This is an optimization exercise on Yosys and OpenROAD, whose aim is small area, a short achievable clock period and few clock cycles, not a production implementation.
Where RTL was checked, it was by simulation tests only, not by an equivalence proof against the original.
Only the layout flow was run in run 1; the RTL was not checked for function there.
Power and IR drop assume default switching activity.

`flow/config.mk`:
```
export PLATFORM = sky130hd
export DESIGN_NAME = grid_cell_shape_membership_core
export DESIGN_NICKNAME = grid_cell_shape_membership_core
export VERILOG_FILES = /design/flow/design.v
export SDC_FILE = /design/flow/constraint.sdc
export NUM_CORES = 4
export LEC_CHECK = 0
export CAP_MARGIN = 20
export CORE_MARGIN = 2
export CORE_UTILIZATION = 40
export SLEW_MARGIN = 20
```
`flow/constraint.sdc`:
```
create_clock -name core_clock -period 7.0 [get_ports {clk}]
set_input_delay 1.4000 -clock core_clock [delete_from_list [all_inputs] [get_ports {clk}]]
set_output_delay 1.4000 -clock core_clock [all_outputs]
set_load 0.01 [all_outputs]
```
`flow/design.v`:
```
package gcsm_pkg;
  localparam int COORD_W = 6;
  localparam int VALUE_W = 32;
  localparam int CFG_IDX_W = 3;
  localparam int KIND_W = 4;
  localparam int MARK_W = 2;
  localparam logic [KIND_W-1:0] KIND_CIRCLE   = 4'd0;
  localparam logic [KIND_W-1:0] KIND_HALF_N   = 4'd1;
  localparam logic [KIND_W-1:0] KIND_HALF_S   = 4'd2;
  localparam logic [KIND_W-1:0] KIND_HALF_E   = 4'd3;
  localparam logic [KIND_W-1:0] KIND_HALF_W   = 4'd4;
  localparam logic [KIND_W-1:0] KIND_RECT     = 4'd5;
  localparam logic [KIND_W-1:0] KIND_TRIANGLE = 4'd6;
  localparam logic [KIND_W-1:0] KIND_ELLIPSE  = 4'd7;
  localparam logic [KIND_W-1:0] KIND_INACCESS = 4'd8;
  localparam logic [COORD_W-1:0] GRID_LAST_RESET = 6'd50;
endpackage
import gcsm_pkg::*;
module grid_cell_shape_membership_core
(
  input  logic                 clk,
  input  logic                 rst,
  input  logic                 cfg_valid,
  output logic                 cfg_ready,
  input  logic [gcsm_pkg::CFG_IDX_W-1:0] cfg_index,
  input  logic [gcsm_pkg::VALUE_W-1:0]   cfg_data,
  input  logic                 in_valid,
  output logic                 in_ready,
  input  logic [gcsm_pkg::COORD_W-1:0]   cell_x,
  input  logic [gcsm_pkg::COORD_W-1:0]   cell_y,
  output logic                 out_valid,
  input  logic                 out_ready,
  output logic [gcsm_pkg::COORD_W-1:0]   out_x,
  output logic [gcsm_pkg::COORD_W-1:0]   out_y,
  output logic [gcsm_pkg::MARK_W-1:0]    mark,
  output logic signed [gcsm_pkg::VALUE_W-1:0] write_value,
  output logic                 shape_fits
);
  function automatic logic le6(input logic [5:0] a, input logic [5:0] b);
    logic r;
    r = 1'b1;
    for (int i = 0; i < 6; i++) r = (!a[i] && b[i]) || ((!a[i] || b[i]) && r);
    le6 = r;
  endfunction
  function automatic logic lt6(input logic [5:0] a, input logic [5:0] b);
    logic r;
    r = 1'b0;
    for (int i = 0; i < 6; i++) r = (!a[i] && b[i]) || ((!a[i] || b[i]) && r);
    lt6 = r;
  endfunction
  function automatic logic le7(input logic [6:0] a, input logic [6:0] b);
    logic r;
    r = 1'b1;
    for (int i = 0; i < 7; i++) r = (!a[i] && b[i]) || ((!a[i] || b[i]) && r);
    le7 = r;
  endfunction
  function automatic logic le13(input logic [12:0] a, input logic [12:0] b);
    logic r;
    r = 1'b1;
    for (int i = 0; i < 13; i++) r = (!a[i] && b[i]) || ((!a[i] || b[i]) && r);
    le13 = r;
  endfunction
  logic [KIND_W-1:0]         shape_kind;
  logic [COORD_W-1:0]        reg_a, reg_b, reg_c, reg_d;
  logic [COORD_W-1:0]        grid_x_last, grid_y_last;
  logic [VALUE_W-1:0]        fill_value;
  logic [VALUE_W-1:0]        wdata;
  logic [COORD_W-1:0]        wgrid;
  logic [7:0]                wen;
  assign cfg_ready = 1'b1;
  always_comb begin
    wdata = rst ? '0 : cfg_data;
    wgrid = rst ? GRID_LAST_RESET : cfg_data[COORD_W-1:0];
    for (int i = 0; i < 8; i++) wen[i] = rst || (cfg_valid && cfg_index == 3'(i));
  end
  always_ff @(posedge clk) begin
    if (wen[0]) shape_kind  <= wdata[KIND_W-1:0];
    if (wen[1]) reg_a       <= wdata[COORD_W-1:0];
    if (wen[2]) reg_b       <= wdata[COORD_W-1:0];
    if (wen[3]) reg_c       <= wdata[COORD_W-1:0];
    if (wen[4]) reg_d       <= wdata[COORD_W-1:0];
    if (wen[5]) grid_x_last <= wgrid;
    if (wen[6]) grid_y_last <= wgrid;
    if (wen[7]) fill_value  <= wdata;
  end
  logic is_circ, is_n, is_s, is_e, is_w, is_rect, is_tri, is_ell, is_inacc, is_rt;
  logic fits, shape_ok;
  logic [COORD_W:0]   a_plus_cx, b_plus_ry, a_plus_b;
  logic [COORD_W-1:0] ry, cxn, cyn, k1n, k2n, tri_w, tri_h;
  logic [COORD_W-1:0] hw_lo, hw_hi;
  logic               d_gt_c, a_ge_b;
  always_comb begin
    is_n     = shape_kind == KIND_HALF_N;
    is_s     = shape_kind == KIND_HALF_S;
    is_e     = shape_kind == KIND_HALF_E;
    is_w     = shape_kind == KIND_HALF_W;
    is_inacc = shape_kind == KIND_INACCESS;
    is_circ  = (shape_kind[3] == 1'b0 && shape_kind[2:0] <= 3'd4) || is_inacc;
    is_rect  = shape_kind == KIND_RECT;
    is_tri   = shape_kind == KIND_TRIANGLE;
    is_ell   = shape_kind == KIND_ELLIPSE;
    is_rt    = is_rect || is_tri;
    ry        = is_ell ? reg_d : reg_c;
    a_plus_cx = {1'b0, reg_a} + {1'b0, (is_w ? 6'd0 : reg_c)};
    b_plus_ry = {1'b0, reg_b} + {1'b0, (is_s ? 6'd0 : ry)};
    if (is_circ || is_ell)
      fits = (is_e || le6(reg_c, reg_a)) && le7(a_plus_cx, {1'b0, grid_x_last}) &&
             (is_n || le6(ry, reg_b)) && le7(b_plus_ry, {1'b0, grid_y_last});
    else if (is_rt)
      fits = le6(reg_a, grid_x_last) && le6(reg_b, grid_x_last) &&
             le6(reg_c, grid_y_last) && le6(reg_d, grid_y_last);
    else
      fits = 1'b1;
    a_ge_b = le6(reg_b, reg_a);
    d_gt_c = lt6(reg_c, reg_d);
    tri_w  = a_ge_b ? reg_a - reg_b : reg_b - reg_a;
    tri_h  = d_gt_c ? reg_d - reg_c : reg_c - reg_d;
    hw_lo  = {1'b0, tri_w[COORD_W-1:1]};
    hw_hi  = {1'b0, tri_w[COORD_W-1:1]} + {5'd0, tri_w[0]};
    a_plus_b = {1'b0, reg_a} + {1'b0, reg_b};
    cxn = is_rt ? a_plus_b[COORD_W:1] : reg_a;
    cyn = is_rt ? reg_d : reg_b;
    k1n = is_ell ? reg_d : is_tri ? tri_h : 6'd1;
    k2n = is_ell ? reg_c : is_tri ? tri_w : 6'd1;
    if (is_ell)      shape_ok = (reg_c != '0) && (reg_d != '0);
    else if (is_tri) shape_ok = (tri_w != '0) && (tri_h != '0);
    else             shape_ok = is_circ || is_rect;
  end
  logic       fits_q;
  logic [5:0] k1, k2, cx, cy;
  always_ff @(posedge clk) begin
    fits_q <= fits;
    k1     <= k1n;
    k2     <= k2n;
    cx     <= cxn;
    cy     <= cyn;
  end
  logic adv, fire, geo_q, v1, v2;
  assign adv      = !out_valid || out_ready;
  assign in_ready = adv && !geo_q;
  assign fire     = in_valid && in_ready;
  always_ff @(posedge clk) begin
    geo_q <= rst || (cfg_valid && cfg_index != 3'd7);
    if (rst) begin
      v1        <= 1'b0;
      v2        <= 1'b0;
      out_valid <= 1'b0;
    end else if (adv) begin
      v1        <= fire;
      v2        <= v1;
      out_valid <= v2;
    end
  end
  logic [COORD_W:0]   dxs, dys;
  logic [COORD_W-1:0] dxm, dym;
  always_comb begin
    dxs = {1'b0, cell_x} - {1'b0, cx};
    dys = {1'b0, cell_y} - {1'b0, cy};
    dxm = dxs[COORD_W] ? -dxs[COORD_W-1:0] : dxs[COORD_W-1:0];
    dym = dys[COORD_W] ? -dys[COORD_W-1:0] : dys[COORD_W-1:0];
  end
  logic [COORD_W-1:0] x1, y1, ux, uy;
  logic               sx, sy, zx, zy;
  always_ff @(posedge clk) begin
    if (adv) begin
      x1 <= cell_x;
      y1 <= cell_y;
      ux <= fire ? dxm : reg_c;
      uy <= fire ? dym : '0;
      sx <= fire && dxs[COORD_W];
      sy <= fire && dys[COORD_W];
      zx <= fire && dxs == '0;
      zy <= fire && dys == '0;
    end
  end
  logic half_ok, span_x, span_y, gate;
  logic [11:0] m1, m2;
  always_comb begin
    half_ok = !((is_n && sy) || (is_s && !sy && !zy) ||
                (is_e && sx) || (is_w && !sx && !zx));
    span_x  = le6(ux, (sx ? hw_lo : hw_hi));
    span_y  = le6(uy, tri_h) && (d_gt_c ? (sy || zy) : !sy);
    gate = shape_ok && (is_circ ? half_ok : (is_rt ? (span_x && span_y) : 1'b1));
  end
  gcsm_mulk u_m1 (.k(k1), .u(ux), .p(m1));
  gcsm_mulk u_m2 (.k(k2), .u(uy), .p(m2));
  logic [COORD_W-1:0] x2, y2;
  logic [11:0]        m1q, m2q;
  logic               gate2, thr2;
  always_ff @(posedge clk) begin
    if (adv) begin
      x2    <= x1;
      y2    <= y1;
      m1q   <= m1;
      m2q   <= m2;
      gate2 <= gate;
      thr2  <= !v1;
    end
  end
  logic [19:0] thr, thr_n;
  logic        sub_e;
  logic [21:0] sdiff;
  logic        sq_in, tri_in, hit;
  assign thr_n = thr2 ? 20'hfffff : ~thr;
  assign sub_e = thr2 || !is_ell;
  gcsm_sqsum u_sq (.a(m1q[9:0]), .b(m2q[9:0]), .tn(thr_n), .cin(sub_e), .d(sdiff));
  always_comb begin
    sq_in  = sdiff[21] && (m1q[11:10] == 2'd0) && (m2q[11:10] == 2'd0);
    tri_in = le13({m1q, 1'b0}, {1'b0, m2q});
    if (is_circ || is_ell) hit = fits_q && gate2 && sq_in;
    else if (is_tri)       hit = fits_q && gate2 && tri_in;
    else                   hit = fits_q && gate2;
  end
  always_ff @(posedge clk) begin
    if (adv && thr2) thr <= sdiff[19:0];
  end
  logic hit_q;
  always_ff @(posedge clk) begin
    if (adv) begin
      out_x <= x2;
      out_y <= y2;
      hit_q <= hit;
    end
  end
  assign mark        = {hit_q && is_inacc, hit_q && !is_inacc};
  assign write_value = hit_q ? fill_value : '0;
  assign shape_fits  = fits_q;
endmodule
module gcsm_mulk (input logic [5:0] k, input logic [5:0] u,
                  output logic [11:0] p);
  wire mk_t1 = (k[0] & u[4]) ^ (k[1] & u[3]);
  wire mk_t2 = (k[0] & u[4]) & (k[1] & u[3]);
  wire mk_t3 = (k[0] & u[5]) ^ (k[1] & u[4]) ^ (k[2] & u[3]);
  wire mk_t4 = ((k[0] & u[5]) & (k[1] & u[4])) | ((k[2] & u[3]) & ((k[0] & u[5]) ^ (k[1] & u[4])));
  wire mk_t5 = (k[3] & u[2]) ^ (k[4] & u[1]);
  wire mk_t6 = (k[3] & u[2]) & (k[4] & u[1]);
  wire mk_t7 = (k[1] & u[5]) ^ (k[2] & u[4]) ^ (k[3] & u[3]);
  wire mk_t8 = ((k[1] & u[5]) & (k[2] & u[4])) | ((k[3] & u[3]) & ((k[1] & u[5]) ^ (k[2] & u[4])));
  wire mk_t9 = (k[4] & u[2]) ^ (k[5] & u[1]);
  wire mk_t10 = (k[4] & u[2]) & (k[5] & u[1]);
  wire mk_t11 = (k[2] & u[5]) ^ (k[3] & u[4]) ^ (k[4] & u[3]);
  wire mk_t12 = ((k[2] & u[5]) & (k[3] & u[4])) | ((k[4] & u[3]) & ((k[2] & u[5]) ^ (k[3] & u[4])));
  wire mk_t13 = (k[0] & u[3]) ^ (k[1] & u[2]);
  wire mk_t14 = (k[0] & u[3]) & (k[1] & u[2]);
  wire mk_t15 = (k[2] & u[2]) ^ (k[3] & u[1]) ^ (k[4] & u[0]);
  wire mk_t16 = ((k[2] & u[2]) & (k[3] & u[1])) | ((k[4] & u[0]) & ((k[2] & u[2]) ^ (k[3] & u[1])));
  wire mk_t17 = (k[5] & u[0]) ^ mk_t2 ^ mk_t3;
  wire mk_t18 = ((k[5] & u[0]) & mk_t2) | (mk_t3 & ((k[5] & u[0]) ^ mk_t2));
  wire mk_t19 = mk_t4 ^ mk_t6 ^ mk_t7;
  wire mk_t20 = (mk_t4 & mk_t6) | (mk_t7 & (mk_t4 ^ mk_t6));
  wire mk_t21 = (k[5] & u[2]) ^ mk_t8 ^ mk_t10;
  wire mk_t22 = ((k[5] & u[2]) & mk_t8) | (mk_t10 & ((k[5] & u[2]) ^ mk_t8));
  wire mk_t23 = (k[3] & u[5]) ^ (k[4] & u[4]) ^ (k[5] & u[3]);
  wire mk_t24 = ((k[3] & u[5]) & (k[4] & u[4])) | ((k[5] & u[3]) & ((k[3] & u[5]) ^ (k[4] & u[4])));
  wire mk_t25 = (k[0] & u[2]) ^ (k[1] & u[1]);
  wire mk_t26 = (k[0] & u[2]) & (k[1] & u[1]);
  wire mk_t27 = (k[2] & u[1]) ^ (k[3] & u[0]) ^ mk_t13;
  wire mk_t28 = ((k[2] & u[1]) & (k[3] & u[0])) | (mk_t13 & ((k[2] & u[1]) ^ (k[3] & u[0])));
  wire mk_t29 = mk_t1 ^ mk_t14 ^ mk_t15;
  wire mk_t30 = (mk_t1 & mk_t14) | (mk_t15 & (mk_t1 ^ mk_t14));
  wire mk_t31 = mk_t5 ^ mk_t16 ^ mk_t17;
  wire mk_t32 = (mk_t5 & mk_t16) | (mk_t17 & (mk_t5 ^ mk_t16));
  wire mk_t33 = mk_t9 ^ mk_t18 ^ mk_t19;
  wire mk_t34 = (mk_t9 & mk_t18) | (mk_t19 & (mk_t9 ^ mk_t18));
  wire mk_t35 = mk_t11 ^ mk_t20 ^ mk_t21;
  wire mk_t36 = (mk_t11 & mk_t20) | (mk_t21 & (mk_t11 ^ mk_t20));
  wire mk_t37 = mk_t12 ^ mk_t22 ^ mk_t23;
  wire mk_t38 = (mk_t12 & mk_t22) | (mk_t23 & (mk_t12 ^ mk_t22));
  wire mk_t39 = (k[4] & u[5]) ^ (k[5] & u[4]) ^ mk_t24;
  wire mk_t40 = ((k[4] & u[5]) & (k[5] & u[4])) | (mk_t24 & ((k[4] & u[5]) ^ (k[5] & u[4])));
  assign p = {1'b0, (k[5] & u[5]), mk_t38, mk_t36, mk_t34, mk_t32, mk_t30, mk_t28, mk_t26, (k[2] & u[0]), (k[0] & u[1]), (k[0] & u[0])} + {1'b0, mk_t40, mk_t39, mk_t37, mk_t35, mk_t33, mk_t31, mk_t29, mk_t27, mk_t25, (k[1] & u[0]), 1'b0};
endmodule
module gcsm_sqsum (input logic [9:0] a, input logic [9:0] b,
                   input logic [19:0] tn, input logic cin,
                   output logic [21:0] d);
  wire sq_t1 = (a[0] & a[7]) ^ (a[1] & a[6]) ^ (a[2] & a[5]);
  wire sq_t2 = ((a[0] & a[7]) & (a[1] & a[6])) | ((a[2] & a[5]) & ((a[0] & a[7]) ^ (a[1] & a[6])));
  wire sq_t3 = (a[0] & a[8]) ^ (a[1] & a[7]);
  wire sq_t4 = (a[0] & a[8]) & (a[1] & a[7]);
  wire sq_t5 = (a[0] & a[9]) ^ (a[1] & a[8]) ^ (a[2] & a[7]);
  wire sq_t6 = ((a[0] & a[9]) & (a[1] & a[8])) | ((a[2] & a[7]) & ((a[0] & a[9]) ^ (a[1] & a[8])));
  wire sq_t7 = (a[3] & a[6]) ^ (a[4] & a[5]) ^ a[5];
  wire sq_t8 = ((a[3] & a[6]) & (a[4] & a[5])) | (a[5] & ((a[3] & a[6]) ^ (a[4] & a[5])));
  wire sq_t9 = (b[0] & b[9]) ^ (b[1] & b[8]);
  wire sq_t10 = (b[0] & b[9]) & (b[1] & b[8]);
  wire sq_t11 = (a[1] & a[9]) ^ (a[2] & a[8]) ^ (a[3] & a[7]);
  wire sq_t12 = ((a[1] & a[9]) & (a[2] & a[8])) | ((a[3] & a[7]) & ((a[1] & a[9]) ^ (a[2] & a[8])));
  wire sq_t13 = (a[4] & a[6]) ^ (b[1] & b[9]);
  wire sq_t14 = (a[4] & a[6]) & (b[1] & b[9]);
  wire sq_t15 = (a[2] & a[9]) ^ (a[3] & a[8]) ^ (a[4] & a[7]);
  wire sq_t16 = ((a[2] & a[9]) & (a[3] & a[8])) | ((a[4] & a[7]) & ((a[2] & a[9]) ^ (a[3] & a[8])));
  wire sq_t17 = (a[5] & a[6]) ^ a[6] ^ (b[2] & b[9]);
  wire sq_t18 = ((a[5] & a[6]) & a[6]) | ((b[2] & b[9]) & ((a[5] & a[6]) ^ a[6]));
  wire sq_t19 = (a[0] & a[3]) ^ (a[1] & a[2]);
  wire sq_t20 = (a[0] & a[3]) & (a[1] & a[2]);
  wire sq_t21 = (a[0] & a[5]) ^ (a[1] & a[4]) ^ (a[2] & a[3]);
  wire sq_t22 = ((a[0] & a[5]) & (a[1] & a[4])) | ((a[2] & a[3]) & ((a[0] & a[5]) ^ (a[1] & a[4])));
  wire sq_t23 = a[3] ^ (b[0] & b[5]);
  wire sq_t24 = a[3] & (b[0] & b[5]);
  wire sq_t25 = (a[0] & a[6]) ^ (a[1] & a[5]) ^ (a[2] & a[4]);
  wire sq_t26 = ((a[0] & a[6]) & (a[1] & a[5])) | ((a[2] & a[4]) & ((a[0] & a[6]) ^ (a[1] & a[5])));
  wire sq_t27 = (b[0] & b[6]) ^ (b[1] & b[5]);
  wire sq_t28 = (b[0] & b[6]) & (b[1] & b[5]);
  wire sq_t29 = (a[3] & a[4]) ^ a[4] ^ (b[0] & b[7]);
  wire sq_t30 = ((a[3] & a[4]) & a[4]) | ((b[0] & b[7]) & ((a[3] & a[4]) ^ a[4]));
  wire sq_t31 = (b[1] & b[6]) ^ (b[2] & b[5]) ^ (b[3] & b[4]);
  wire sq_t32 = ((b[1] & b[6]) & (b[2] & b[5])) | ((b[3] & b[4]) & ((b[1] & b[6]) ^ (b[2] & b[5])));
  wire sq_t33 = b[4] ^ tn[8];
  wire sq_t34 = b[4] & tn[8];
  wire sq_t35 = (a[2] & a[6]) ^ (a[3] & a[5]) ^ (b[0] & b[8]);
  wire sq_t36 = ((a[2] & a[6]) & (a[3] & a[5])) | ((b[0] & b[8]) & ((a[2] & a[6]) ^ (a[3] & a[5])));
  wire sq_t37 = (b[1] & b[7]) ^ (b[2] & b[6]) ^ (b[3] & b[5]);
  wire sq_t38 = ((b[1] & b[7]) & (b[2] & b[6])) | ((b[3] & b[5]) & ((b[1] & b[7]) ^ (b[2] & b[6])));
  wire sq_t39 = tn[9] ^ sq_t2 ^ sq_t3;
  wire sq_t40 = (tn[9] & sq_t2) | (sq_t3 & (tn[9] ^ sq_t2));
  wire sq_t41 = (b[2] & b[7]) ^ (b[3] & b[6]) ^ (b[4] & b[5]);
  wire sq_t42 = ((b[2] & b[7]) & (b[3] & b[6])) | ((b[4] & b[5]) & ((b[2] & b[7]) ^ (b[3] & b[6])));
  wire sq_t43 = b[5] ^ tn[10] ^ sq_t4;
  wire sq_t44 = (b[5] & tn[10]) | (sq_t4 & (b[5] ^ tn[10]));
  wire sq_t45 = sq_t5 ^ sq_t7 ^ sq_t9;
  wire sq_t46 = (sq_t5 & sq_t7) | (sq_t9 & (sq_t5 ^ sq_t7));
  wire sq_t47 = (b[2] & b[8]) ^ (b[3] & b[7]) ^ (b[4] & b[6]);
  wire sq_t48 = ((b[2] & b[8]) & (b[3] & b[7])) | ((b[4] & b[6]) & ((b[2] & b[8]) ^ (b[3] & b[7])));
  wire sq_t49 = tn[11] ^ sq_t6 ^ sq_t8;
  wire sq_t50 = (tn[11] & sq_t6) | (sq_t8 & (tn[11] ^ sq_t6));
  wire sq_t51 = sq_t10 ^ sq_t11 ^ sq_t13;
  wire sq_t52 = (sq_t10 & sq_t11) | (sq_t13 & (sq_t10 ^ sq_t11));
  wire sq_t53 = (b[3] & b[8]) ^ (b[4] & b[7]) ^ (b[5] & b[6]);
  wire sq_t54 = ((b[3] & b[8]) & (b[4] & b[7])) | ((b[5] & b[6]) & ((b[3] & b[8]) ^ (b[4] & b[7])));
  wire sq_t55 = b[6] ^ tn[12] ^ sq_t12;
  wire sq_t56 = (b[6] & tn[12]) | (sq_t12 & (b[6] ^ tn[12]));
  wire sq_t57 = sq_t14 ^ sq_t15 ^ sq_t17;
  wire sq_t58 = (sq_t14 & sq_t15) | (sq_t17 & (sq_t14 ^ sq_t15));
  wire sq_t59 = (a[3] & a[9]) ^ (a[4] & a[8]) ^ (a[5] & a[7]);
  wire sq_t60 = ((a[3] & a[9]) & (a[4] & a[8])) | ((a[5] & a[7]) & ((a[3] & a[9]) ^ (a[4] & a[8])));
  wire sq_t61 = (b[3] & b[9]) ^ (b[4] & b[8]) ^ (b[5] & b[7]);
  wire sq_t62 = ((b[3] & b[9]) & (b[4] & b[8])) | ((b[5] & b[7]) & ((b[3] & b[9]) ^ (b[4] & b[8])));
  wire sq_t63 = tn[13] ^ sq_t16 ^ sq_t18;
  wire sq_t64 = (tn[13] & sq_t16) | (sq_t18 & (tn[13] ^ sq_t16));
  wire sq_t65 = (a[4] & a[9]) ^ (a[5] & a[8]) ^ (a[6] & a[7]);
  wire sq_t66 = ((a[4] & a[9]) & (a[5] & a[8])) | ((a[6] & a[7]) & ((a[4] & a[9]) ^ (a[5] & a[8])));
  wire sq_t67 = a[7] ^ (b[4] & b[9]) ^ (b[5] & b[8]);
  wire sq_t68 = (a[7] & (b[4] & b[9])) | ((b[5] & b[8]) & (a[7] ^ (b[4] & b[9])));
  wire sq_t69 = (b[6] & b[7]) ^ b[7] ^ tn[14];
  wire sq_t70 = ((b[6] & b[7]) & b[7]) | (tn[14] & ((b[6] & b[7]) ^ b[7]));
  wire sq_t71 = (a[5] & a[9]) ^ (a[6] & a[8]) ^ (b[5] & b[9]);
  wire sq_t72 = ((a[5] & a[9]) & (a[6] & a[8])) | ((b[5] & b[9]) & ((a[5] & a[9]) ^ (a[6] & a[8])));
  wire sq_t73 = (a[6] & a[9]) ^ (a[7] & a[8]) ^ a[8];
  wire sq_t74 = ((a[6] & a[9]) & (a[7] & a[8])) | (a[8] & ((a[6] & a[9]) ^ (a[7] & a[8])));
  wire sq_t75 = (a[0] & a[1]) ^ a[1];
  wire sq_t76 = (a[0] & a[1]) & a[1];
  wire sq_t77 = a[2] ^ (b[0] & b[3]) ^ (b[1] & b[2]);
  wire sq_t78 = (a[2] & (b[0] & b[3])) | ((b[1] & b[2]) & (a[2] ^ (b[0] & b[3])));
  wire sq_t79 = (a[0] & a[4]) ^ (a[1] & a[3]) ^ (b[0] & b[4]);
  wire sq_t80 = ((a[0] & a[4]) & (a[1] & a[3])) | ((b[0] & b[4]) & ((a[0] & a[4]) ^ (a[1] & a[3])));
  wire sq_t81 = (b[1] & b[3]) ^ tn[5];
  wire sq_t82 = (b[1] & b[3]) & tn[5];
  wire sq_t83 = (b[1] & b[4]) ^ (b[2] & b[3]) ^ b[3];
  wire sq_t84 = ((b[1] & b[4]) & (b[2] & b[3])) | (b[3] & ((b[1] & b[4]) ^ (b[2] & b[3])));
  wire sq_t85 = tn[6] ^ sq_t21 ^ sq_t23;
  wire sq_t86 = (tn[6] & sq_t21) | (sq_t23 & (tn[6] ^ sq_t21));
  wire sq_t87 = (b[2] & b[4]) ^ tn[7] ^ sq_t22;
  wire sq_t88 = ((b[2] & b[4]) & tn[7]) | (sq_t22 & ((b[2] & b[4]) ^ tn[7]));
  wire sq_t89 = sq_t24 ^ sq_t25 ^ sq_t27;
  wire sq_t90 = (sq_t24 & sq_t25) | (sq_t27 & (sq_t24 ^ sq_t25));
  wire sq_t91 = sq_t1 ^ sq_t26 ^ sq_t28;
  wire sq_t92 = (sq_t1 & sq_t26) | (sq_t28 & (sq_t1 ^ sq_t26));
  wire sq_t93 = sq_t29 ^ sq_t31 ^ sq_t33;
  wire sq_t94 = (sq_t29 & sq_t31) | (sq_t33 & (sq_t29 ^ sq_t31));
  wire sq_t95 = sq_t30 ^ sq_t32 ^ sq_t34;
  wire sq_t96 = (sq_t30 & sq_t32) | (sq_t34 & (sq_t30 ^ sq_t32));
  wire sq_t97 = sq_t35 ^ sq_t37 ^ sq_t39;
  wire sq_t98 = (sq_t35 & sq_t37) | (sq_t39 & (sq_t35 ^ sq_t37));
  wire sq_t99 = sq_t36 ^ sq_t38 ^ sq_t40;
  wire sq_t100 = (sq_t36 & sq_t38) | (sq_t40 & (sq_t36 ^ sq_t38));
  wire sq_t101 = sq_t41 ^ sq_t43 ^ sq_t45;
  wire sq_t102 = (sq_t41 & sq_t43) | (sq_t45 & (sq_t41 ^ sq_t43));
  wire sq_t103 = sq_t42 ^ sq_t44 ^ sq_t46;
  wire sq_t104 = (sq_t42 & sq_t44) | (sq_t46 & (sq_t42 ^ sq_t44));
  wire sq_t105 = sq_t47 ^ sq_t49 ^ sq_t51;
  wire sq_t106 = (sq_t47 & sq_t49) | (sq_t51 & (sq_t47 ^ sq_t49));
  wire sq_t107 = sq_t48 ^ sq_t50 ^ sq_t52;
  wire sq_t108 = (sq_t48 & sq_t50) | (sq_t52 & (sq_t48 ^ sq_t50));
  wire sq_t109 = sq_t53 ^ sq_t55 ^ sq_t57;
  wire sq_t110 = (sq_t53 & sq_t55) | (sq_t57 & (sq_t53 ^ sq_t55));
  wire sq_t111 = sq_t54 ^ sq_t56 ^ sq_t58;
  wire sq_t112 = (sq_t54 & sq_t56) | (sq_t58 & (sq_t54 ^ sq_t56));
  wire sq_t113 = sq_t59 ^ sq_t61 ^ sq_t63;
  wire sq_t114 = (sq_t59 & sq_t61) | (sq_t63 & (sq_t59 ^ sq_t61));
  wire sq_t115 = sq_t60 ^ sq_t62 ^ sq_t64;
  wire sq_t116 = (sq_t60 & sq_t62) | (sq_t64 & (sq_t60 ^ sq_t62));
  wire sq_t117 = sq_t65 ^ sq_t67 ^ sq_t69;
  wire sq_t118 = (sq_t65 & sq_t67) | (sq_t69 & (sq_t65 ^ sq_t67));
  wire sq_t119 = (b[6] & b[8]) ^ tn[15] ^ sq_t66;
  wire sq_t120 = ((b[6] & b[8]) & tn[15]) | (sq_t66 & ((b[6] & b[8]) ^ tn[15]));
  wire sq_t121 = sq_t68 ^ sq_t70 ^ sq_t71;
  wire sq_t122 = (sq_t68 & sq_t70) | (sq_t71 & (sq_t68 ^ sq_t70));
  wire sq_t123 = (b[6] & b[9]) ^ (b[7] & b[8]) ^ b[8];
  wire sq_t124 = ((b[6] & b[9]) & (b[7] & b[8])) | (b[8] & ((b[6] & b[9]) ^ (b[7] & b[8])));
  wire sq_t125 = tn[16] ^ sq_t72 ^ sq_t73;
  wire sq_t126 = (tn[16] & sq_t72) | (sq_t73 & (tn[16] ^ sq_t72));
  wire sq_t127 = (a[7] & a[9]) ^ (b[7] & b[9]) ^ tn[17];
  wire sq_t128 = ((a[7] & a[9]) & (b[7] & b[9])) | (tn[17] & ((a[7] & a[9]) ^ (b[7] & b[9])));
  wire sq_t129 = (a[8] & a[9]) ^ a[9] ^ (b[8] & b[9]);
  wire sq_t130 = ((a[8] & a[9]) & a[9]) | ((b[8] & b[9]) & ((a[8] & a[9]) ^ a[9]));
  wire sq_t131 = a[0] ^ b[0];
  wire sq_t132 = a[0] & b[0];
  wire sq_t133 = (b[0] & b[1]) ^ b[1];
  wire sq_t134 = (b[0] & b[1]) & b[1];
  wire sq_t135 = (a[0] & a[2]) ^ (b[0] & b[2]) ^ tn[3];
  wire sq_t136 = ((a[0] & a[2]) & (b[0] & b[2])) | (tn[3] & ((a[0] & a[2]) ^ (b[0] & b[2])));
  wire sq_t137 = b[2] ^ tn[4] ^ sq_t19;
  wire sq_t138 = (b[2] & tn[4]) | (sq_t19 & (b[2] ^ tn[4]));
  wire sq_t139 = sq_t20 ^ sq_t78 ^ sq_t79;
  wire sq_t140 = (sq_t20 & sq_t78) | (sq_t79 & (sq_t20 ^ sq_t78));
  wire sq_t141 = sq_t80 ^ sq_t82 ^ sq_t83;
  wire sq_t142 = (sq_t80 & sq_t82) | (sq_t83 & (sq_t80 ^ sq_t82));
  wire sq_t143 = sq_t84 ^ sq_t86 ^ sq_t87;
  wire sq_t144 = (sq_t84 & sq_t86) | (sq_t87 & (sq_t84 ^ sq_t86));
  wire sq_t145 = sq_t88 ^ sq_t90 ^ sq_t91;
  wire sq_t146 = (sq_t88 & sq_t90) | (sq_t91 & (sq_t88 ^ sq_t90));
  wire sq_t147 = sq_t92 ^ sq_t94 ^ sq_t95;
  wire sq_t148 = (sq_t92 & sq_t94) | (sq_t95 & (sq_t92 ^ sq_t94));
  wire sq_t149 = sq_t96 ^ sq_t98 ^ sq_t99;
  wire sq_t150 = (sq_t96 & sq_t98) | (sq_t99 & (sq_t96 ^ sq_t98));
  wire sq_t151 = sq_t100 ^ sq_t102 ^ sq_t103;
  wire sq_t152 = (sq_t100 & sq_t102) | (sq_t103 & (sq_t100 ^ sq_t102));
  wire sq_t153 = sq_t104 ^ sq_t106 ^ sq_t107;
  wire sq_t154 = (sq_t104 & sq_t106) | (sq_t107 & (sq_t104 ^ sq_t106));
  wire sq_t155 = sq_t108 ^ sq_t110 ^ sq_t111;
  wire sq_t156 = (sq_t108 & sq_t110) | (sq_t111 & (sq_t108 ^ sq_t110));
  wire sq_t157 = sq_t112 ^ sq_t114 ^ sq_t115;
  wire sq_t158 = (sq_t112 & sq_t114) | (sq_t115 & (sq_t112 ^ sq_t114));
  wire sq_t159 = sq_t116 ^ sq_t118 ^ sq_t119;
  wire sq_t160 = (sq_t116 & sq_t118) | (sq_t119 & (sq_t116 ^ sq_t118));
  wire sq_t161 = sq_t120 ^ sq_t122 ^ sq_t123;
  wire sq_t162 = (sq_t120 & sq_t122) | (sq_t123 & (sq_t120 ^ sq_t122));
  wire sq_t163 = sq_t74 ^ sq_t124 ^ sq_t126;
  wire sq_t164 = (sq_t74 & sq_t124) | (sq_t126 & (sq_t74 ^ sq_t124));
  wire sq_t165 = b[9] ^ tn[18] ^ sq_t128;
  wire sq_t166 = (b[9] & tn[18]) | (sq_t128 & (b[9] ^ tn[18]));
  wire sq_t167 = tn[0] ^ cin;
  wire sq_t168 = tn[0] & cin;
  wire sq_t169 = tn[1] ^ sq_t132;
  wire sq_t170 = tn[1] & sq_t132;
  wire sq_t171 = tn[2] ^ sq_t75 ^ sq_t133;
  wire sq_t172 = (tn[2] & sq_t75) | (sq_t133 & (tn[2] ^ sq_t75));
  wire sq_t173 = sq_t76 ^ sq_t134 ^ sq_t135;
  wire sq_t174 = (sq_t76 & sq_t134) | (sq_t135 & (sq_t76 ^ sq_t134));
  wire sq_t175 = sq_t77 ^ sq_t136 ^ sq_t137;
  wire sq_t176 = (sq_t77 & sq_t136) | (sq_t137 & (sq_t77 ^ sq_t136));
  wire sq_t177 = sq_t81 ^ sq_t138 ^ sq_t139;
  wire sq_t178 = (sq_t81 & sq_t138) | (sq_t139 & (sq_t81 ^ sq_t138));
  wire sq_t179 = sq_t85 ^ sq_t140 ^ sq_t141;
  wire sq_t180 = (sq_t85 & sq_t140) | (sq_t141 & (sq_t85 ^ sq_t140));
  wire sq_t181 = sq_t89 ^ sq_t142 ^ sq_t143;
  wire sq_t182 = (sq_t89 & sq_t142) | (sq_t143 & (sq_t89 ^ sq_t142));
  wire sq_t183 = sq_t93 ^ sq_t144 ^ sq_t145;
  wire sq_t184 = (sq_t93 & sq_t144) | (sq_t145 & (sq_t93 ^ sq_t144));
  wire sq_t185 = sq_t97 ^ sq_t146 ^ sq_t147;
  wire sq_t186 = (sq_t97 & sq_t146) | (sq_t147 & (sq_t97 ^ sq_t146));
  wire sq_t187 = sq_t101 ^ sq_t148 ^ sq_t149;
  wire sq_t188 = (sq_t101 & sq_t148) | (sq_t149 & (sq_t101 ^ sq_t148));
  wire sq_t189 = sq_t105 ^ sq_t150 ^ sq_t151;
  wire sq_t190 = (sq_t105 & sq_t150) | (sq_t151 & (sq_t105 ^ sq_t150));
  wire sq_t191 = sq_t109 ^ sq_t152 ^ sq_t153;
  wire sq_t192 = (sq_t109 & sq_t152) | (sq_t153 & (sq_t109 ^ sq_t152));
  wire sq_t193 = sq_t113 ^ sq_t154 ^ sq_t155;
  wire sq_t194 = (sq_t113 & sq_t154) | (sq_t155 & (sq_t113 ^ sq_t154));
  wire sq_t195 = sq_t117 ^ sq_t156 ^ sq_t157;
  wire sq_t196 = (sq_t117 & sq_t156) | (sq_t157 & (sq_t117 ^ sq_t156));
  wire sq_t197 = sq_t121 ^ sq_t158 ^ sq_t159;
  wire sq_t198 = (sq_t121 & sq_t158) | (sq_t159 & (sq_t121 ^ sq_t158));
  wire sq_t199 = sq_t125 ^ sq_t160 ^ sq_t161;
  wire sq_t200 = (sq_t125 & sq_t160) | (sq_t161 & (sq_t125 ^ sq_t160));
  wire sq_t201 = sq_t127 ^ sq_t162 ^ sq_t163;
  wire sq_t202 = (sq_t127 & sq_t162) | (sq_t163 & (sq_t127 ^ sq_t162));
  wire sq_t203 = sq_t129 ^ sq_t164 ^ sq_t165;
  wire sq_t204 = (sq_t129 & sq_t164) | (sq_t165 & (sq_t129 ^ sq_t164));
  wire sq_t205 = tn[19] ^ sq_t130 ^ sq_t166;
  wire sq_t206 = (tn[19] & sq_t130) | (sq_t166 & (tn[19] ^ sq_t130));
  assign d = {1'b1, 1'b1, sq_t204, sq_t202, sq_t200, sq_t198, sq_t196, sq_t194, sq_t192, sq_t190, sq_t188, sq_t186, sq_t184, sq_t182, sq_t180, sq_t178, sq_t176, sq_t174, sq_t172, sq_t170, sq_t168, sq_t131} + {1'b0, sq_t206, sq_t205, sq_t203, sq_t201, sq_t199, sq_t197, sq_t195, sq_t193, sq_t191, sq_t189, sq_t187, sq_t185, sq_t183, sq_t181, sq_t179, sq_t177, sq_t175, sq_t173, sq_t171, sq_t169, sq_t167};
endmodule
```
`flow/run.sh`:
```
#!/bin/bash
# synth_recipe.tcl (not shown) runs the flow's synth.tcl, then flattens the netlist and writes it again
# the make line also repeats each setting of config.mk as NAME=value (left out here)
make -C /OpenROAD-flow-scripts/flow DESIGN_CONFIG=/design/flow/config.mk WORK_HOME=/design/flow/orfs CLKGATE_MAP_FILE= SYNTH_SCRIPT=/design/flow/synth_recipe.tcl finish
```
==> results of run 1 <==
[logic make-up (layout without fill, tap and decap cells)]
logic type                 after synthesis  count (layout)
and+or+nand+nor                        493             493
adders and majority gates              293             293
buffers and inverters                  259             352
AOI/OAI and AO/OA                      231             231
DFF                                    200             200
xor gates and xnor gates                68              68
muxes                                   16              16
other                                    1               1
[power breakdown]
group,internal [W],switching (W),total (W)
Combinational,0.00154,0.00189,0.00343
Sequential,0.00164,0.000215,0.00186
Clock,0.000479,0.000509,0.000988
[cell type report]
| type | instances | area (um2) | share of cell area, % |
|---|---|---|---|
| Timing Repair Buffer | 105 | 1039 | 5.714 |
| Inverter | 215 | 808.3 | 4.447 |
| Clock inverter | 14 | 148.9 | 0.8193 |
| Tap cell | 525 | 656.9 | 3.614 |
| Clock buffer | 18 | 429.2 | 2.361 |
| Sequential cell | 200 | 5715 | 31.45 |
| Multi-Input combinational cell | 1102 | 9376 | 51.59 |
[cell usage in the layout (no fill, tap or decap), types with 19 or more instances in the layout]
cell               n
fa_1             128
o21ai_0           44
edfxtp_1         171
clkdlybuf4s50_1  100
nand2b_1          35
ha_1             125
maj3_1            19
maj3_2            21
a21oi_1           73
a21o_1            23
inv_1            212
dfxtp_1           29
and2_1           106
nor2_1            90
xnor2_1           49
nand2_1          134
o21bai_1          22
nor2b_1           69
[flip-flops by register name (all words and copies together) (netlist names), 4 cells and up]
signal / flops
fill_value: 32
thr: 20
m1q: 12
m2q: 12
cx: 6
cy: 6
grid_x_last: 6
grid_y_last: 6
k1: 6
k2: 6
out_x: 6
out_y: 6
reg_a: 6
reg_b: 6
reg_c: 6
reg_d: 6
ux: 6
uy: 6
x1: 6
x2: 6
y1: 6
y2: 6
shape_kind: 4
[stage by stage]
stage               power, W  util [%]  setup WS (ns)  instance area [um2]  instances
floorplan           0.004422         -          2.007                16070       1561
global placement    0.005262     44.27          1.472                17590       2147
detailed placement  0.005317     44.27          1.349                17590       2147
CTS                 0.006344     45.73          1.349                18170       2179
global route        0.006887     45.74         0.8928                18170       2179
finish              0.006279     45.74          1.267                18170       2179
[worst min path at each step]
| stage | start | to | slack [ns] | cells past startpoint |
|---|---|---|---|---|
| after global routing | y2[4]$_DFFE_PN_ | out_y[4]$_DFFE_PN_ | 0.43 | 0 |
| after detailed placement | x2[1]$_DFFE_PN_ | out_x[1]$_DFFE_PN_ | 0.40 | 0 |
| after CTS | y1[2]$_DFFE_PN_ | y2[2]$_DFFE_PN_ | 0.42 | 0 |
| after floorplan | x2[0]$_DFFE_PN_ | out_x[0]$_DFFE_PN_ | 0.40 | 0 |
| final | y2[4]$_DFFE_PN_ | out_y[4]$_DFFE_PN_ | 0.42 | 0 |
| after global placement | x1[4]$_DFFE_PN_ | x2[4]$_DFFE_PN_ | 0.40 | 0 |
[critical path: stages (launching register included)]
cell and delay (ns):
edfxtp_1 0.59, and2_1 0.27, fa_1 0.54, fa_1 0.44, fa_1 0.40, fa_1 0.53, fa_1 0.41, ha_1 0.37
a21oi_1 0.31, o22ai_1 0.15, o41ai_1 0.70, a21oi_1 0.23, o211ai_1 0.24, a31oi_1 0.11, a311oi_1 0.26
[metal layers]
metal | part of all wire, % | GRT usage [%] | up-vias
li1 | - | - | 5346
met1 | 46 | 25.03 | 5375
met2 | 47 | 30.77 | 247
met3 | 5.0 | 3.587 | 39
met4 | 1.9 | 5.745 | 0
met5 | 0 | 0 | -
==> summary.txt, run 1 <==
RSZ-0062 raised after global routing false; diodes inserted 0; Compound-Gate Fraction of Synth Area 9.403%; crit path launch m1q[2]$_DFFE_PN_; Pwr Density 345.5 nW/um2; die width 204.5 um; PostCTS Resize Cnt 0; Highest Clock Rate 174.4 MHz; crit end category flop; GPL Wtd Cong 0.9015; Synth top area share 31.95%; Mapped Cells 1561; Hold WC Path Type flop to flop; largest family of logic cells by synthesized area adder cells; Initial DRC Count 559; P&R area growth vs syn 13.06%; Total Die Area 41810 um2; XOR/XNOR share of the synthesized area 3.799%; Core ar. 39730 um2; post-synthesis instance area 16070 um2; area share of fa/ha/maj cells after synthesis 28.33%; DR vias/cell 5.051; Worst R2R Setup Slack 1.27 ns; router iterations before antenna repair 7; Post-synth EDFFs 171; # setup viols final 0; Post-synth top cells 213 x inv_1, 171 x edfxtp_1, 134 x nand2_1; Max Slew Vio Count 0; DRT antenna net count 0; final hold slack 0.4189 ns; synth top area cells edfxtp_1 32%, fa_1 16%, ha_1 9.7%, inv_1 5.0%, and2_1 4.1%; initial core utilization 40.46%; CP Class flop to flop; number of global-route vias before repair 11450; multiplexer share of the synthesized area 1.004%; CP Launch Type flop; status timing/DRC/antenna clean; worst slew pin tran 1.035 ns; nets@finish 1946; initial antenna violation count 0; io pins 102; Reg clk slew, reported paths 0.08 ns; row count 73; Congestion Overflow GR 0; clock skew 0.01650 ns; Worst Path Max Fanout 12; WP data required 7.27 ns; Max-Cap Viols 0; CTS tree built; CTS max path bufs 2; number of hold buffers added after cts 0; post-CTS setup buffer count 0; # DRC 0; FF-to-FF path depth 14; simple-gate share of the synthesized area 15.71%; CP arrival 6.00 ns; CTS sink count 200; Seq cells post-synth 200; Mapped Nets 1866; Critical Path End hit_q$_DFFE_PN_; Final Hold Fails 0; final wirelength 36.81 mm; vias post-DR 11010; largest net degree at the start of global routing 80; GRT Total Usage 18.73%; Avg WL per Cell 16.89 um; worst r2r src m1q[2]$_DFFE_PN_; most frequent cell after synthesis inv_1; Fill cells 3780; Synth Flop Type edfxtp_1; Max VDD drop 0.4129 mV; TNS Setup 0 ns; Avg Cell Area, Syn 10.30 um2; post-synthesis sequential area ratio 35.56%; port bufs 100; first-pass GRT wire length 60.50 mm; root buffer cell clkbuf_16; Die H 204.5 um; Post-synth ARST share 0%; fin crit share 81.90%; Tmin final 5.733 ns; half-perimeter wire length after placement 28.85 mm; Synth area leader edfxtp_1; worst reg2reg path endpoint hit_q$_DFFE_PN_; leakage 7.708 nW; count of cell types in the netlist 75; CTS buffer count 17; # H-tree levels 4; warnings from Yosys 1; clk latency of the worst-skew pair 0.46 ns; layout cells sized above 1 4.897%; worst rel slew slack 30.99%
==> inputs of run 2 (changes only) <==
--- a/flow/design.v
+++ b/flow/design.v
@@ -62,2 +62,12 @@
   endfunction
+  function automatic logic [6:0] radd6(input logic [5:0] a, input logic [5:0] b,
+                                       input logic ci);
+    logic c;
+    c = ci;
+    for (int i = 0; i < 6; i++) begin
+      radd6[i] = a[i] ^ b[i] ^ c;
+      c = (a[i] & b[i]) | (a[i] & c) | (b[i] & c);
+    end
+    radd6[6] = c;
+  endfunction
   logic [KIND_W-1:0]         shape_kind;
@@ -91,2 +101,3 @@
   logic               d_gt_c, a_ge_b;
+  logic [COORD_W:0]   tri_w_s, tri_h_s, hw_hi_s;
   always_comb begin
@@ -103,4 +114,4 @@
     ry        = is_ell ? reg_d : reg_c;
-    a_plus_cx = {1'b0, reg_a} + {1'b0, (is_w ? 6'd0 : reg_c)};
-    b_plus_ry = {1'b0, reg_b} + {1'b0, (is_s ? 6'd0 : ry)};
+    a_plus_cx = radd6(reg_a, (is_w ? 6'd0 : reg_c), 1'b0);
+    b_plus_ry = radd6(reg_b, (is_s ? 6'd0 : ry), 1'b0);
     if (is_circ || is_ell)
@@ -115,7 +126,10 @@
     d_gt_c = lt6(reg_c, reg_d);
-    tri_w  = a_ge_b ? reg_a - reg_b : reg_b - reg_a;
-    tri_h  = d_gt_c ? reg_d - reg_c : reg_c - reg_d;
-    hw_lo  = {1'b0, tri_w[COORD_W-1:1]};
-    hw_hi  = {1'b0, tri_w[COORD_W-1:1]} + {5'd0, tri_w[0]};
-    a_plus_b = {1'b0, reg_a} + {1'b0, reg_b};
+    tri_w_s = radd6(reg_a ^ {6{!a_ge_b}}, ~reg_b ^ {6{!a_ge_b}}, 1'b1);
+    tri_h_s = radd6(reg_d ^ {6{!d_gt_c}}, ~reg_c ^ {6{!d_gt_c}}, 1'b1);
+    tri_w   = tri_w_s[COORD_W-1:0];
+    tri_h   = tri_h_s[COORD_W-1:0];
+    hw_lo   = {1'b0, tri_w[COORD_W-1:1]};
+    hw_hi_s = radd6({1'b0, tri_w[COORD_W-1:1]}, 6'd0, tri_w[0]);
+    hw_hi   = hw_hi_s[COORD_W-1:0];
+    a_plus_b = radd6(reg_a, reg_b, 1'b0);
     cxn = is_rt ? a_plus_b[COORD_W:1] : reg_a;
--- a/flow/config.mk
+++ b/flow/config.mk
@@ -7,2 +7,3 @@
 export LEC_CHECK = 0
+export ABC_CLOCK_PERIOD_IN_PS = 4000
 export CAP_MARGIN = 20
@@ -10,2 +11,3 @@
 export CORE_UTILIZATION = 40
+export SETUP_SLACK_MARGIN = 2.5
 export SLEW_MARGIN = 20
==> summary.txt, run 2 <==
port bufs 100 (unchanged); post-synthesis sequential area ratio 36.42% (+0.86 points); Die H 202.1 um (-1.2%); # DRC 0 (unchanged); CTS max path bufs 2 (unchanged); Seq cells post-synth 200 (unchanged); # H-tree levels 4 (unchanged); Initial DRC Count 561 (+0.36%); Worst Path Max Fanout 4 (-8); count of cell types in the netlist 73 (-2.7%); row count 72 (-1.4%); clk latency of the worst-skew pair 0.47 ns (about the same); Tmin final 4.926 ns (-0.8069 ns); max FFs per register 32 (unchanged); worst slew pin tran 0.9234 ns (-0.1117 ns); Mapped Cells 1504 (-3.7%); Final Hold Fails 0 (unchanged); first-pass GRT wire length 60.98 mm (+0.79%); router iterations before antenna repair 6 (-1); Synth top area share 32.72% (+0.77 points); die width 202.1 um (-1.2%); Synth area leader edfxtp_1; Core ar. 38650 um2 (-2.7%); status timing/DRC/antenna clean; Max VDD drop 0.5129 mV (+24%); CTS buffer count 17 (unchanged); vias post-DR 11010 (+0.027%); met1 Use GR 26.43% (+1.4 points); worst rel slew slack 38.44% (+7.4 points); P&R area growth vs syn 16.65%; GRT busiest layer met2; layout cells sized above 1 9.191% (+4.3 points); Hold WC Path Type flop to flop; Reg clk slew, reported paths 0.09 ns (about the same); hold path cells 0 (unchanged); crit-path leading delay family adder cells; final wirelength 37.51 mm (+1.9%); WP data required 7.32 ns (+0.05 ns); nets@finish 1917 (-1.5%); warnings from Yosys 1 (unchanged); RSZ-0062 raised after global routing true; CP arrival 5.24 ns (-0.76 ns); Crit-path slowest cell fa_1; Synth Flop Type edfxtp_1; DRT antenna net count 0 (unchanged); CP Buf/Inv Count 3 (+3); initial antenna violation count 0 (unchanged); cell mode on critical path fa_1; Highest Clock Rate 203.0 MHz (+16%); Mapped Nets 1802 (-3.4%); Max stage delay on crit path 0.54 ns (-0.16 ns); GRT Total Usage 19.20% (+0.47 points); Post-synth EDFFs 171 (unchanged); diodes inserted 0 (unchanged); Post-synth ARST share 0% (unchanged); Congestion Overflow GR 0 (unchanged); Avg Cell Area, Syn 10.44 um2 (+1.3%); largest net degree at the start of global routing 55 (-31%); GPL Wtd Cong 0.8723 (-3.2%); CTS tree built; DR vias/cell 5.121 (+1.4%); leakage 7.740 nW (+0.41%); number of hold buffers added after cts 0 (unchanged); fin crit share 70.38% (-12 points); FF-to-FF path depth 17 (+3); CP Launch Type flop; root buffer cell clkbuf_16; # setup viols final 0 (unchanged); crit end category flop; clock skew 0.02127 ns (+0.004769 ns); Final WS setup 2.074 ns (+0.8069 ns); most common cell after layout, fill and taps aside inv_1; worst slack, placed 1.802 ns (+0.4533 ns); half-perimeter wire length after placement 28.14 mm (-2.5%); number of global-route vias before repair 11400 (-0.48%); crit-path cells nand2_2 > fa_1 > inv_1 > fa_2 > inv_2 > fa_1 > inv_1 > fa_1 > fa_1 > ha_4 > or4_4 > o41a_1 > and2_4 > a21oi_4 > nor4b_4 > o311ai_1 > a31oi_1; fin util 47.37% (+1.6 points); Total Die Area 40840 um2 (-2.3%); Pwr Total 0.007016 W (+12%); GR Util met2 30.98% (+0.20 points); Biggest register fill_value; Post-synth top cells 194 x inv_1, 171 x edfxtp_1, 162 x nand2_1; TNS Setup 0 ns (unchanged); initial core utilization 40.61% (+0.15 points); synth top area cells edfxtp_1 33%, fa_1 17%, ha_1 8.8%, inv_1 4.6%, and2_1 3.9%; Avg WL per Cell 17.45 um (+3.3%); biggest regs fill_value x32, thr x20; Max-Cap Viols 0 (unchanged); Max Slew Vio Count 0 (unchanged); most frequent cell after synthesis inv_1; CTS sink count 200 (unchanged); critical path depth 17 (+3); commonest non-fill, non-tap cells in the layout 188 x inv_1, 171 x edfxtp_1, 160 x nand2_1; M3 GR Usage 3.676% (+0.089 points); Pwr Density 383.2 nW/um2 (+11%); io pins 102 (unchanged); post-synthesis instance area 15700 um2 (-2.4%); CP Class flop to flop
## run 2: cell count changes after synthesis, moves of 8 or more
cell / before / now
ha_1: 125 / 110
o22ai_1: 2 / 12
nand2_1: 134 / 162
and2_1: 106 / 98
inv_1: 213 / 194
o21bai_1: 22 / 14
nor2_1: 90 / 66
fa_1: 128 / 136
a21oi_1: 74 / 61
## run 2: logic make-up after synthesis
family          synth area share [%]
other cells                  0.02389
flops                          36.42
simple gates                   15.78
mux                            1.092
xor+xnor                       3.292
fa+ha+maj                      27.96
compound gates                 9.503
buf+inv                        5.931
## run 2: worst reg2reg max path, stage by stage, from the launching register on
cell,delay (ns)
edfxtp_1,0.46
nand2_2,0.09
fa_1,0.54
inv_1,0.05
fa_2,0.33
inv_2,0.06
fa_1,0.40
inv_1,0.08
fa_1,0.43
fa_1,0.51
ha_4,0.19
or4_4,0.48
o41a_1,0.32
and2_4,0.19
a21oi_4,0.15
nor4b_4,0.22
o311ai_1,0.11
a31oi_1,0.16
## run 2: repair_timing
action                     CTS  global route
gates resized for setup     19             7
gates cloned                 0             0
buffers inserted            28            15
setup endpoints to repair   12            11
pin swaps                    8             3
## run 2: through the flow
step	hold WS, ns	std cells	area [um2]
after floorplan	0.4003	1504	15810
after global placement	0.4009	2075	17230
after detailed placement	0.4045	2075	17240
after CTS	0.4247	2135	18170
after global routing	0.4317	2150	18310
final	0.4227	2150	18310
## run 2: area by class of cell
| cell class | instances | area, um2 |
|---|---|---|
| inverter | 194 | 729.5 |
| fill | 3537 | 20340 |
| clock inverter | 15 | 220.2 |
| multi-input combinational | 1060 | 9224 |
| tap | 518 | 648.1 |
| sequential | 200 | 5715 |
| clock buffer | 17 | 425.4 |
| timing repair buffer | 146 | 1345 |
## run 2: final timing paths
check | startpoint | to | slack (ns)
worst min register to register | y2[1]$_DFFE_PN_ | out_y[1]$_DFFE_PN_ | 0.42
worst max-delay path | m1q[8]$_DFFE_PN_ | hit_q$_DFFE_PN_ | 2.07
worst max register to register | m1q[8]$_DFFE_PN_ | hit_q$_DFFE_PN_ | 2.07
worst min-delay path | y2[1]$_DFFE_PN_ | out_y[1]$_DFFE_PN_ | 0.42
## run 2: power by group
| group | total [W] | leakage [nW] | internal (W) | switching, W |
|---|---|---|---|---|
| clock | 0.00107 | 0.310 | 0.000528 | 0.000546 |
| combinational | 0.00412 | 5.40 | 0.00193 | 0.00220 |
| sequential | 0.00182 | 2.03 | 0.00164 | 0.000177 |
| total | 0.00702 | 7.74 | 0.00410 | 0.00292 |
## run 2: layer usage
metal | vias to the layer above | share of wire [%]
li1 | 5255 | -
met1 | 5428 | 46
met2 | 289 | 47
met3 | 38 | 5.6
met4 | 0 | 1.6
met5 | - | 0
Testbench counts of run 2, summed over its fixed seeds: cycles 14,672.
==> inputs of run 3 (changes only) <==
--- a/flow/config.mk
+++ b/flow/config.mk
@@ -7,3 +7,2 @@
 export LEC_CHECK = 0
-export ABC_CLOCK_PERIOD_IN_PS = 4000
 export CAP_MARGIN = 20
==> summary.txt, run 3 <==
GRT Total Usage 19.20% (unchanged); clock skew 0.02127 ns (unchanged); number of global-route vias before repair 11400 (unchanged); Max-Cap Viols 0 (unchanged); Internal 0.004097 W (unchanged); CTS max path bufs 2 (unchanged); cell area after layout 18310 um2 (unchanged); Reg power frac 25.9% (about the same); post-synthesis instance area 15700 um2 (unchanged); Synth area leader edfxtp_1; Post-synth top cells 194 x inv_1, 171 x edfxtp_1, 162 x nand2_1; Layout Cells excl Fill 2150 (unchanged); CTS tree built; most common cell after layout, fill and taps aside inv_1; most frequent cell after synthesis inv_1; Initial DRC Count 561 (unchanged); warnings from Yosys 1 (unchanged); Final Hold Fails 0 (unchanged); simple-gate share of the synthesized area 15.78% (unchanged); Pwr Density 383.2 nW/um2 (unchanged); leakage 7.740 nW (unchanged); Placed Cells incl. Taps 2075 (unchanged); Synth Flop Type edfxtp_1; CP Class flop to flop; final wirelength 37.51 mm (unchanged); Worst Path Max Fanout 4 (unchanged); met1 Use GR 26.43% (unchanged); WP data required 7.32 ns (about the same); crit end category flop; router iterations before antenna repair 6 (unchanged); Post-synth ARST share 0% (unchanged); DRT antenna net count 0 (unchanged); first-pass GRT wire length 60.98 mm (unchanged); Seq cells post-synth 200 (unchanged); GRT busiest layer met2; port bufs 100 (unchanged); Die H 202.1 um (unchanged); biggest regs fill_value x32, thr x20; worst slack, placed 1.802 ns (unchanged); Max Slew Vio Count 0 (unchanged); vias post-DR 11010 (unchanged); nets@finish 1917 (unchanged); Synth top area share 32.72% (unchanged); synth top area cells edfxtp_1 33%, fa_1 17%, ha_1 8.8%, inv_1 4.6%, and2_1 3.9%; CTS buffer count 17 (unchanged); clk latency of the worst-skew pair 0.47 ns (about the same); Worst R2R Setup Slack 2.07 ns (about the same); CP Launch Type flop; Reg clk slew, reported paths 0.09 ns (about the same); Crit-path slowest cell fa_1; Final WS setup 2.074 ns (unchanged); Compound-Gate Fraction of Synth Area 9.503% (unchanged); worst rel slew slack 38.44% (unchanged); count of cell types in the netlist 73 (unchanged); DR vias/cell 5.121 (unchanged); Clk network pwr share 15.3% (about the same); Congestion Overflow GR 0 (unchanged); number of hold buffers added after cts 0 (unchanged); CP arrival 5.24 ns (about the same); crit-path cells nand2_2 > fa_1 > inv_1 > fa_2 > inv_2 > fa_1 > inv_1 > fa_1 > fa_1 > ha_4 > or4_4 > o41a_1 > and2_4 > a21oi_4 > nor4b_4 > o311ai_1 > a31oi_1; Post-DP Area 17240 um2 (unchanged); Sw Ratio 41.60% (unchanged); # setup viols final 0 (unchanged); status timing/DRC/antenna clean; Avg WL per Cell 17.45 um (unchanged); Highest Clock Rate 203.0 MHz (unchanged); max FFs per register 32 (unchanged); M3 GR Usage 3.676% (unchanged); Hold WC Path Type flop to flop; root buffer cell clkbuf_16; Mapped Nets 1802 (unchanged); initial antenna violation count 0 (unchanged); Fill cells 3537 (unchanged); Max stage delay on crit path 0.54 ns (about the same); fin crit share 70.38% (unchanged); Biggest register fill_value; # H-tree levels 4 (unchanged); # DRC 0 (unchanged); Core ar. 38650 um2 (unchanged); worst slew pin tran 0.9234 ns (unchanged); largest family of logic cells by synthesized area adder cells; largest net degree at the start of global routing 55 (unchanged); cell mode on critical path fa_1; Tmin final 4.926 ns (unchanged); Avg Cell Area, Syn 10.44 um2 (unchanged); initial core utilization 40.61% (unchanged); XOR/XNOR share of the synthesized area 3.292% (unchanged); Max VDD drop 0.5129 mV (unchanged); commonest non-fill, non-tap cells in the layout 188 x inv_1, 171 x edfxtp_1, 160 x nand2_1; multiplexer share of the synthesized area 1.092% (unchanged); half-perimeter wire length after placement 28.14 mm (unchanged); TNS Setup 0 ns (unchanged); Post-synth EDFFs 171 (unchanged); Total Die Area 40840 um2 (unchanged); row count 72 (unchanged); diodes inserted 0 (unchanged); CTS sink count 200 (unchanged); die width 202.1 um (unchanged); post-synthesis sequential area ratio 36.42% (unchanged); layout cells sized above 1 9.191% (unchanged); GPL Wtd Cong 0.8723 (unchanged); area share of fa/ha/maj cells after synthesis 27.96% (unchanged); Combinational Power Share 58.7% (about the same); io pins 102 (unchanged); RSZ-0062 raised after global routing true; P&R area growth vs syn 16.65% (unchanged); GR Util met2 30.98% (unchanged); P_sw 0.002919 W (unchanged); Mapped Cells 1504 (unchanged)
[run 3: cell counts in the layout (fill, tap and decap cells not counted)]
No cell type changed its count.
[run 3: metrics by stage]
stage	utilization, %	total power (W)	hold WS (ns)
final	47.37	0.007016	0.4227
after global routing	47.37	0.007613	0.4317
after CTS	47.03	0.006935	0.4247
after detailed placement	44.60	0.005533	0.4045
after global placement	44.58	0.005469	0.4009
after floorplan	-	0.004603	0.4003
[run 3: repair_timing]
item                       CTS  global route
resized for setup           19             7
pin swaps                    8             3
setup endpoints to repair   12            11
buffers inserted            28            15
[run 3: cell type report]
cell class | instances | area, um2 | share of cell area, %
well taps | 518 | 648.1 | 3.540
clock inverters | 15 | 220.2 | 1.203
inverters | 194 | 729.5 | 3.984
clock buffers | 17 | 425.4 | 2.324
flip-flops and latches | 200 | 5715 | 31.22
repair buffers | 146 | 1345 | 7.347
multi-input cells | 1060 | 9224 | 50.38
[run 3: kinds of logic after synthesis]
family | Yosys count
AOI/OAI and AO/OA | 225
xor gates and xnor gates | 59
adders and majority gates | 273
buffers and inverters | 244
DFF | 200
muxes | 17
other | 1
and+or+nand+nor | 485
[run 3: path summary, 6_finish.rpt]
path	start	to	cells after the start
min reg2reg	y2[1]$_DFFE_PN_	out_y[1]$_DFFE_PN_	0
max	m1q[8]$_DFFE_PN_	hit_q$_DFFE_PN_	17
max reg2reg	m1q[8]$_DFFE_PN_	hit_q$_DFFE_PN_	17
min	y2[1]$_DFFE_PN_	out_y[1]$_DFFE_PN_	0
[run 3: worst max-delay path: cells and delay by family, from the launching register on]
family | cells | cell delay [ns]
buffers and inverters | 3 | 0.19
AND/OR/NAND/NOR | 4 | 0.98
adder cells (fa/ha/maj) | 6 | 2.40
AO/OA/AOI/OAI | 4 | 0.74
flip-flops | 1 | 0.46
[run 3: per-layer routing]
layer,up-vias,wire length (um),part of all wire (%)
li1,5255,-,-
met1,5428,17330,46
met2,289,17490,47
met3,38,2082,5.6
met4,0,615,1.6
met5,-,0,0
[run 3: power groups by stage]
stage	clock, W	sequential, W	combinational (W)
6_report	0.00107	0.00182	0.00412
5_1_grt	0.00114	0.00185	0.00463
4_1_cts	0.00110	0.00183	0.00400
3_5_place_dp	0	0.00189	0.00364
3_3_place_gp	0	0.00189	0.00358
2_1_floorplan	0	0.00174	0.00286

[static timing again, ports no longer ideal]
How much do the figures lean on ideal ports? The routed layouts below were timed once more, with nothing changed but the port constraints. Step 1 assumes that a clkbuf_16 drives the clock port and a buf_2 every other input. Step 2 adds t to the input delays and takes it off the output delays; t is the mean of the earliest and latest rising clock arrival at the registers after step 1. Input paths then give back, and output paths get back, about the clock's delay inside the block. Slacks: no drivers / after step 1 / after step 2; pairs: no drivers / after step 1.
run | t (ns) | setup slack, ns | hold slack, ns | worst setup path after step 2 | pins driven straight from the clock port
run 1 | 0.503 | 1.267 / 1.267 / 1.267 | 0.419 / 0.419 / 0.419 | register to register | 1
run 2 | 0.514 | 2.074 / 2.074 / 2.074 | 0.423 / 0.423 / 0.423 | register to register | 1
run 3 | 0.514 | 2.074 / 2.074 / 2.074 | 0.423 / 0.423 / 0.423 | register to register | 1
After both steps setup and hold are still met in every run listed.
